Background: an optimization exercise with open tools, aiming at small area. Do not read the settings as production practice. Function was checked by simulation only, so behaviour that the tests miss may differ from the original.

==> run A: inputs <==
## ddr4_fine_sweep
module ddr4_fine_sweep #(
  parameter int LANES        = 16,
  parameter int DELAY_TAPS   = 64,
  parameter int COARSE_STEPS = 8,
  parameter int SPAN         = 32,
  parameter int SAMPLES      = 4,
  parameter int SETTLE       = 2,
  parameter int MIN_WIDTH    = 6,
  parameter int TIMEOUT      = 256
) (
  input  logic                                        clk,
  input  logic                                        rst,
  input  logic                                        fine_start,
  input  logic [$clog2(COARSE_STEPS)-1:0]             coarse_sel,
  input  logic [LANES-1:0]                            read_ok,
  input  logic                                        read_valid,
  output logic [$clog2(DELAY_TAPS)-1:0]               delay_tap,
  output logic                                        read_req,
  output logic                                        busy,
  output logic                                        fine_done,
  output logic                                        fine_failed,
  output logic [LANES-1:0]                            lane_valid,
  output logic [LANES*$clog2(DELAY_TAPS)-1:0]         best_start,
  output logic [LANES*$clog2(DELAY_TAPS)-1:0]         best_end,
  output logic [LANES*$clog2(DELAY_TAPS+1)-1:0]       best_width
);
==> module ddr4_fine_sweep, before the edit <==
module ddr4_fine_sweep #(
  parameter int LANES        = 16,
  parameter int DELAY_TAPS   = 64,
  parameter int COARSE_STEPS = 8,
  parameter int SPAN         = 32,
  parameter int SAMPLES      = 4,
  parameter int SETTLE       = 2,
  parameter int MIN_WIDTH    = 6,
  parameter int TIMEOUT      = 256
) (
  input  logic                                        clk,
  input  logic                                        rst,
  input  logic                                        fine_start,
  input  logic [$clog2(COARSE_STEPS)-1:0]             coarse_sel,
  input  logic [LANES-1:0]                            read_ok,
  input  logic                                        read_valid,
  output logic [$clog2(DELAY_TAPS)-1:0]               delay_tap,
  output logic                                        read_req,
  output logic                                        busy,
  output logic                                        fine_done,
  output logic                                        fine_failed,
  output logic [LANES-1:0]                            lane_valid,
  output logic [LANES*$clog2(DELAY_TAPS)-1:0]         best_start,
  output logic [LANES*$clog2(DELAY_TAPS)-1:0]         best_end,
  output logic [LANES*$clog2(DELAY_TAPS+1)-1:0]       best_width
);
  localparam int TAPW = $clog2(DELAY_TAPS);
  localparam int WW   = $clog2(DELAY_TAPS + 1);
  localparam int RW   = $clog2(SPAN + 1);       
  localparam logic [2:0] S_IDLE   = 3'd0;
  localparam logic [2:0] S_SETTLE = 3'd1;
  localparam logic [2:0] S_RREQ   = 3'd2;
  localparam logic [2:0] S_RWAIT  = 3'd3;
  localparam logic [2:0] S_EVAL   = 3'd4;
  localparam logic [2:0] S_FINISH = 3'd5;
  localparam logic [2:0] S_REPORT = 3'd6;
  logic [2:0]      r_state;
  logic [TAPW-1:0] r_tap;
  logic [1:0]      r_blk;     
  logic [7:0]      r_to;      
  logic [1:0]      r_smp;     
  logic            r_done;
  logic            r_failed;
  logic [LANES-1:0] r_fail;    
  logic [LANES-1:0] r_open;    
  logic [RW-2:0]    r_rm [LANES];   
  logic [LANES-1:0] r_nz;      
  logic [RW-2:0]    r_bm [LANES];   
  logic [TAPW-1:0]  r_be [LANES];   
  wire st_idle   = (r_state == S_IDLE);
  wire st_settle = (r_state == S_SETTLE);
  wire st_rwait  = (r_state == S_RWAIT);
  wire st_eval   = (r_state == S_EVAL);
  wire st_finish = (r_state == S_FINISH);
  wire st_report = (r_state == S_REPORT);
  wire w_start   = st_idle & fine_start;
  wire w_acc     = st_rwait & read_valid;
  wire w_tmo     = st_rwait & ~read_valid & (&r_to);
  wire w_last    = (&r_tap[2:0]) & ((&r_tap[5:3]) | (&r_blk));
  wire [TAPW-1:0] w_end = r_tap - {{(TAPW-1){1'b0}}, st_eval};
  logic [LANES-1:0] w_wide;
  for (genvar g = 0; g < LANES; g++) begin : g_wide
    assign w_wide[g] = r_nz[g] & (r_bm[g] >= (RW-1)'(MIN_WIDTH - 1));
  end
  always_ff @(posedge clk or posedge rst) begin
    if (rst) begin
      r_state  <= S_IDLE;
      r_tap    <= '0;
      r_done   <= 1'b0;
      r_failed <= 1'b0;
    end else begin
      r_done   <= st_report & (&w_wide);
      r_failed <= (st_report & ~&w_wide) | w_tmo;
      case (r_state)
        S_IDLE: if (fine_start) begin
          r_tap   <= {coarse_sel, 3'b000};
          r_state <= S_SETTLE;
        end
        S_SETTLE: if (r_to[0]) r_state <= S_RREQ;
        S_RREQ:   r_state <= S_RWAIT;
        S_RWAIT: begin
          if (read_valid)  r_state <= (&r_smp) ? S_EVAL : S_RREQ;
          else if (&r_to)  r_state <= S_IDLE;
        end
        S_EVAL: begin
          if (w_last) r_state <= S_FINISH;
          else begin
            r_tap   <= r_tap + 1'b1;
            r_state <= S_SETTLE;
          end
        end
        S_FINISH: r_state <= S_REPORT;
        default:  r_state <= S_IDLE;
      endcase
    end
  end
  always_ff @(posedge clk) begin
    r_to <= (st_settle | st_rwait) ? r_to + 1'b1 : 8'd0;
    r_smp <= ~st_settle ? (w_acc ? r_smp + 1'b1 : r_smp) : 2'd0;
    r_blk <= ~st_idle ? ((st_eval & ~w_last & (&r_tap[2:0])) ? r_blk + 1'b1 : r_blk) : 2'd0;
  end
  wire w_clr      = w_start | w_tmo;          
  wire w_run_hold = ~st_eval & ~st_idle;       
  for (genvar g = 0; g < LANES; g++) begin : g_lane
    wire          w_pass = st_eval & ~r_fail[g];
    wire          w_gt   = r_open[g] & (~r_nz[g] | (r_rm[g] > r_bm[g]));
    wire          w_upd  = ((st_eval & r_fail[g]) | st_finish) & w_gt;
    wire          w_hold = ~w_upd & ~w_clr;
    wire [RW-1:0] w_bw   = r_bm[g] + 1'b1;
    always_ff @(posedge clk) begin
      r_fail[g] <= ~st_settle & (r_fail[g] | (w_acc & ~read_ok[g]));
      r_open[g] <= w_pass | (w_run_hold & r_open[g]);
      r_rm[g]   <= ({(RW-1){w_pass & r_open[g]}} & (r_rm[g] + 1'b1)) | ({(RW-1){w_run_hold}} & r_rm[g]);
    end
    always_ff @(posedge clk or posedge rst) begin
      if (rst) begin
        r_nz[g] <= 1'b0;
        r_bm[g] <= '0;
        r_be[g] <= '0;
      end else begin
        r_nz[g] <= w_upd | (w_hold & r_nz[g]);
        r_bm[g] <= ({(RW-1){w_upd}} & r_rm[g]) | ({(RW-1){w_hold}} & r_bm[g]);
        r_be[g] <= ({TAPW{w_upd}} & w_end) | ({TAPW{w_hold}} & r_be[g]);
      end
    end
    assign lane_valid[g]              = (st_idle | st_report) & w_wide[g];
    assign best_width[g*WW +: WW]     = WW'({w_bw[RW-1:1], r_nz[g] & ~r_bm[g][0]});
    assign best_end[g*TAPW +: TAPW]   = r_be[g];
    assign best_start[g*TAPW +: TAPW] = r_be[g] - TAPW'(r_bm[g]);
  end
  assign delay_tap   = r_tap;
  assign read_req    = (r_state == S_RREQ);
  assign busy        = ~st_idle;
  assign fine_done   = r_done;
  assign fine_failed = r_failed;
endmodule
==> flow/config.mk <==
export PLATFORM = sky130hd
export DESIGN_NAME = ddr4_fine_sweep
export DESIGN_NICKNAME = ddr4_fine_sweep
export VERILOG_FILES = /design/flow/design.v
export SDC_FILE = /design/flow/constraint.sdc
export NUM_CORES = 4
export LEC_CHECK = 0
export CAP_MARGIN = 20
export CORE_MARGIN = 2
export CORE_UTILIZATION = 40
export SLEW_MARGIN = 20
==> flow/constraint.sdc <==
create_clock -name core_clock -period 5.0 [get_ports {clk}]
set_input_delay 1.0000 -clock core_clock [delete_from_list [all_inputs] [get_ports {clk}]]
set_output_delay 1.0000 -clock core_clock [all_outputs]
set_load 0.01 [all_outputs]
standard.sh (not shown) runs the stock make flow with config.mk's settings and CLKGATE_MAP_FILE= SYNTH_SCRIPT=/design/flow/synth_recipe.tcl, a recipe that flattens the netlist after the stock synthesis.
==> flow/flow/run.sh <==
#!/bin/bash
# Own layout flow: the standard ORFS flow with an area-oriented synthesis mapping, the
# smallest buffer on every port, and no dummy clock-tree loads. Each tool's output is logged.
set -euo pipefail
W=$(pwd)
F=$W/flow
bash standard.sh \
  SYNTH_SCRIPT=$F/synth.tcl \
  FLOW_ABC_SCRIPT=$F/area.abc \
  BUFFER_PORTS_ARGS="-buffer_cell sky130_fd_sc_hd__buf_1" \
  CTS_ARGS="-sink_clustering_enable -repair_clock_nets -dont_use_dummy_load -buf_list sky130_fd_sc_hd__clkbuf_8 -sink_clustering_size 16 -sink_clustering_max_diameter 40" \
  SKIP_REPAIR_TIE_FANOUT=1 CAP_MARGIN=0 SLEW_MARGIN=0 \
  finish > $W/flow_make.log 2>&1
cp -r $W/orfs/logs $W/flow_logs 2>/dev/null || true
==> flow/flow/area.abc <==
strash
ifraig
dc2
dch -f
map -a
mfs2
strash
dc2
dch -f
map -a
mfs2
strash
dch -f
map -a
topo
==> flow/flow/synth.tcl <==
# The standard synthesis (synth_recipe.tcl) with two changes to the combinational mapping only:
# Yosys's extract_fa is skipped and abc runs an area-oriented script (flow/area.abc).
# Flip-flop mapping and register names are unchanged.
proc synth {args} { yosys synth -nofsm -noshare {*}$args }
proc extract_fa {args} { puts "flow: extract_fa skipped" }
proc abc {args} {
  set i [lsearch $args -script]
  lset args [expr {$i + 1}] $::env(FLOW_ABC_SCRIPT)
  puts "flow: abc $args"
  yosys abc {*}$args
}
source $::env(SCRIPTS_DIR)/synth.tcl
# left out here: clear keep_hierarchy, flatten, clean up, hide names made inside functions, write 1_2_yosys.v
==> inputs of run K, as changes to run A <==
--- a/flow/design.v
+++ b/flow/design.v
@@ -43,8 +43,6 @@
   logic            r_failed;
-  logic [LANES-1:0] r_fail;    
-  logic [LANES-1:0] r_open;    
-  logic [RW-2:0]    r_rm [LANES];   
-  logic [LANES-1:0] r_nz;      
-  logic [RW-2:0]    r_bm [LANES];   
-  logic [TAPW-1:0]  r_be [LANES];   
+  logic [LANES-1:0] r_fail;   
+  logic [RW-1:0]   r_run [LANES];   
+  logic [RW-1:0]   r_bw  [LANES];   
+  logic [TAPW-1:0] r_be  [LANES];   
   wire st_idle   = (r_state == S_IDLE);
@@ -62,3 +60,3 @@
   for (genvar g = 0; g < LANES; g++) begin : g_wide
-    assign w_wide[g] = r_nz[g] & (r_bm[g] >= (RW-1)'(MIN_WIDTH - 1));
+    assign w_wide[g] = (r_bw[g] >= RW'(MIN_WIDTH));
   end
@@ -98,17 +96,13 @@
     r_to <= (st_settle | st_rwait) ? r_to + 1'b1 : 8'd0;
-    r_smp <= ~st_settle ? (w_acc ? r_smp + 1'b1 : r_smp) : 2'd0;
-    r_blk <= ~st_idle ? ((st_eval & ~w_last & (&r_tap[2:0])) ? r_blk + 1'b1 : r_blk) : 2'd0;
+    if (st_settle)  r_smp <= 2'd0;
+    else if (w_acc) r_smp <= r_smp + 1'b1;
+    if (st_idle) r_blk <= 2'd0;
+    else if (st_eval & ~w_last & (&r_tap[2:0])) r_blk <= r_blk + 1'b1;
   end
-  wire w_clr      = w_start | w_tmo;          
-  wire w_run_hold = ~st_eval & ~st_idle;       
   for (genvar g = 0; g < LANES; g++) begin : g_lane
-    wire          w_pass = st_eval & ~r_fail[g];
-    wire          w_gt   = r_open[g] & (~r_nz[g] | (r_rm[g] > r_bm[g]));
-    wire          w_upd  = ((st_eval & r_fail[g]) | st_finish) & w_gt;
-    wire          w_hold = ~w_upd & ~w_clr;
-    wire [RW-1:0] w_bw   = r_bm[g] + 1'b1;
+    wire w_upd = ((st_eval & r_fail[g]) | st_finish) & (r_run[g] > r_bw[g]);
     always_ff @(posedge clk) begin
       r_fail[g] <= ~st_settle & (r_fail[g] | (w_acc & ~read_ok[g]));
-      r_open[g] <= w_pass | (w_run_hold & r_open[g]);
-      r_rm[g]   <= ({(RW-1){w_pass & r_open[g]}} & (r_rm[g] + 1'b1)) | ({(RW-1){w_run_hold}} & r_rm[g]);
+      if (st_eval)      r_run[g] <= r_fail[g] ? '0 : r_run[g] + 1'b1;
+      else if (st_idle) r_run[g] <= '0;
     end
@@ -116,9 +110,10 @@
       if (rst) begin
-        r_nz[g] <= 1'b0;
-        r_bm[g] <= '0;
+        r_bw[g] <= '0;
         r_be[g] <= '0;
-      end else begin
-        r_nz[g] <= w_upd | (w_hold & r_nz[g]);
-        r_bm[g] <= ({(RW-1){w_upd}} & r_rm[g]) | ({(RW-1){w_hold}} & r_bm[g]);
-        r_be[g] <= ({TAPW{w_upd}} & w_end) | ({TAPW{w_hold}} & r_be[g]);
+      end else if (w_start | w_tmo) begin
+        r_bw[g] <= '0;
+        r_be[g] <= '0;
+      end else if (w_upd) begin
+        r_bw[g] <= r_run[g];
+        r_be[g] <= w_end;
       end
@@ -126,5 +121,5 @@
     assign lane_valid[g]              = (st_idle | st_report) & w_wide[g];
-    assign best_width[g*WW +: WW]     = WW'({w_bw[RW-1:1], r_nz[g] & ~r_bm[g][0]});
+    assign best_width[g*WW +: WW]     = WW'(r_bw[g]);
     assign best_end[g*TAPW +: TAPW]   = r_be[g];
-    assign best_start[g*TAPW +: TAPW] = r_be[g] - TAPW'(r_bm[g]);
+    assign best_start[g*TAPW +: TAPW] = (r_be[g] - TAPW'(r_bw[g]) + 1'b1) & {TAPW{|r_bw[g]}};
   end
==> flow/run.sh (new file) <==
#!/bin/bash
# synth_recipe.tcl (not shown) runs the flow's synth.tcl, then flattens the netlist and writes it again
# the make line also repeats each setting of config.mk as NAME=value (left out here)
make -C /OpenROAD-flow-scripts/flow DESIGN_CONFIG=/design/flow/config.mk WORK_HOME=/design/flow/orfs CLKGATE_MAP_FILE= SYNTH_SCRIPT=/design/flow/synth_recipe.tcl finish
--- a/flow/config.mk
+++ b/flow/config.mk
@@ -7,2 +7,3 @@
 export LEC_CHECK = 0
+export ABC_AREA = 1
 export CAP_MARGIN = 20
removed: flow/flow/run.sh
removed: flow/flow/area.abc
removed: flow/flow/synth.tcl
removed: flow/standard.sh
==> impl_metrics.json <==
{
  "status": "timing/DRC/antenna clean",
  "gp_congestion": 0.8549,
  "fin_crit_ns": 3.931,
  "synthTopCellsByArea": "dfrtp_1, dfxtp_1, nor2_1, clkinv_1, o22ai_1",
  "synthTopCellsByCount": "nor2_1, clkinv_1, nand2_1",
  "cp-startpoint": "r_state[1]",
  "slowest_stage": "xor2_4"
}
-- figures above: run A

==> impl_metrics.json <==
{
  "gp_congestion": 0.8519,
  "slowest_stage": "nand2_1",
  "drt_iter0_markers": 1109,
  "fin_crit_ns": 4.206,
  "synthTopCellsByArea": "dfrtp_1, ha_1, edfxtp_1, nand2_1, nand3_1",
  "hold_viol_final": 0,
  "status": "timing/DRC/antenna clean",
  "syn-instance-count": 2749,
  "cp-startpoint": "r_state[0]",
  "synthTopCellsByCount": "nand2_1, inv_1, nand3_1"
}
-- figures above: run K

[static timing again, ports no longer ideal]
The flow's constraints put no driver on any port. The routed layouts listed below were extracted and timed again, unchanged, in two steps.
Step 1, drivers: a clkbuf_16 drives clk and a buf_2 each remaining input, both assumed.
Step 2 also shifts input and output timing later by t, the mid clock arrival at the registers, as if the neighbouring blocks saw the same clock.
Three values: ideal ports, drivers, drivers and shift; two values: the first two.
| run | shift t [ns] | setup WS [ns] | worst slew at a driven data input, ns |
|---|---|---|---|
| run A | 0.617 | 1.069 / 1.046 / 1.069 | 0.07 |
| run K | 0.605 | 0.794 / 0.738 / 1.343 | 0.08 |
After both steps setup and hold are still met in every run listed.
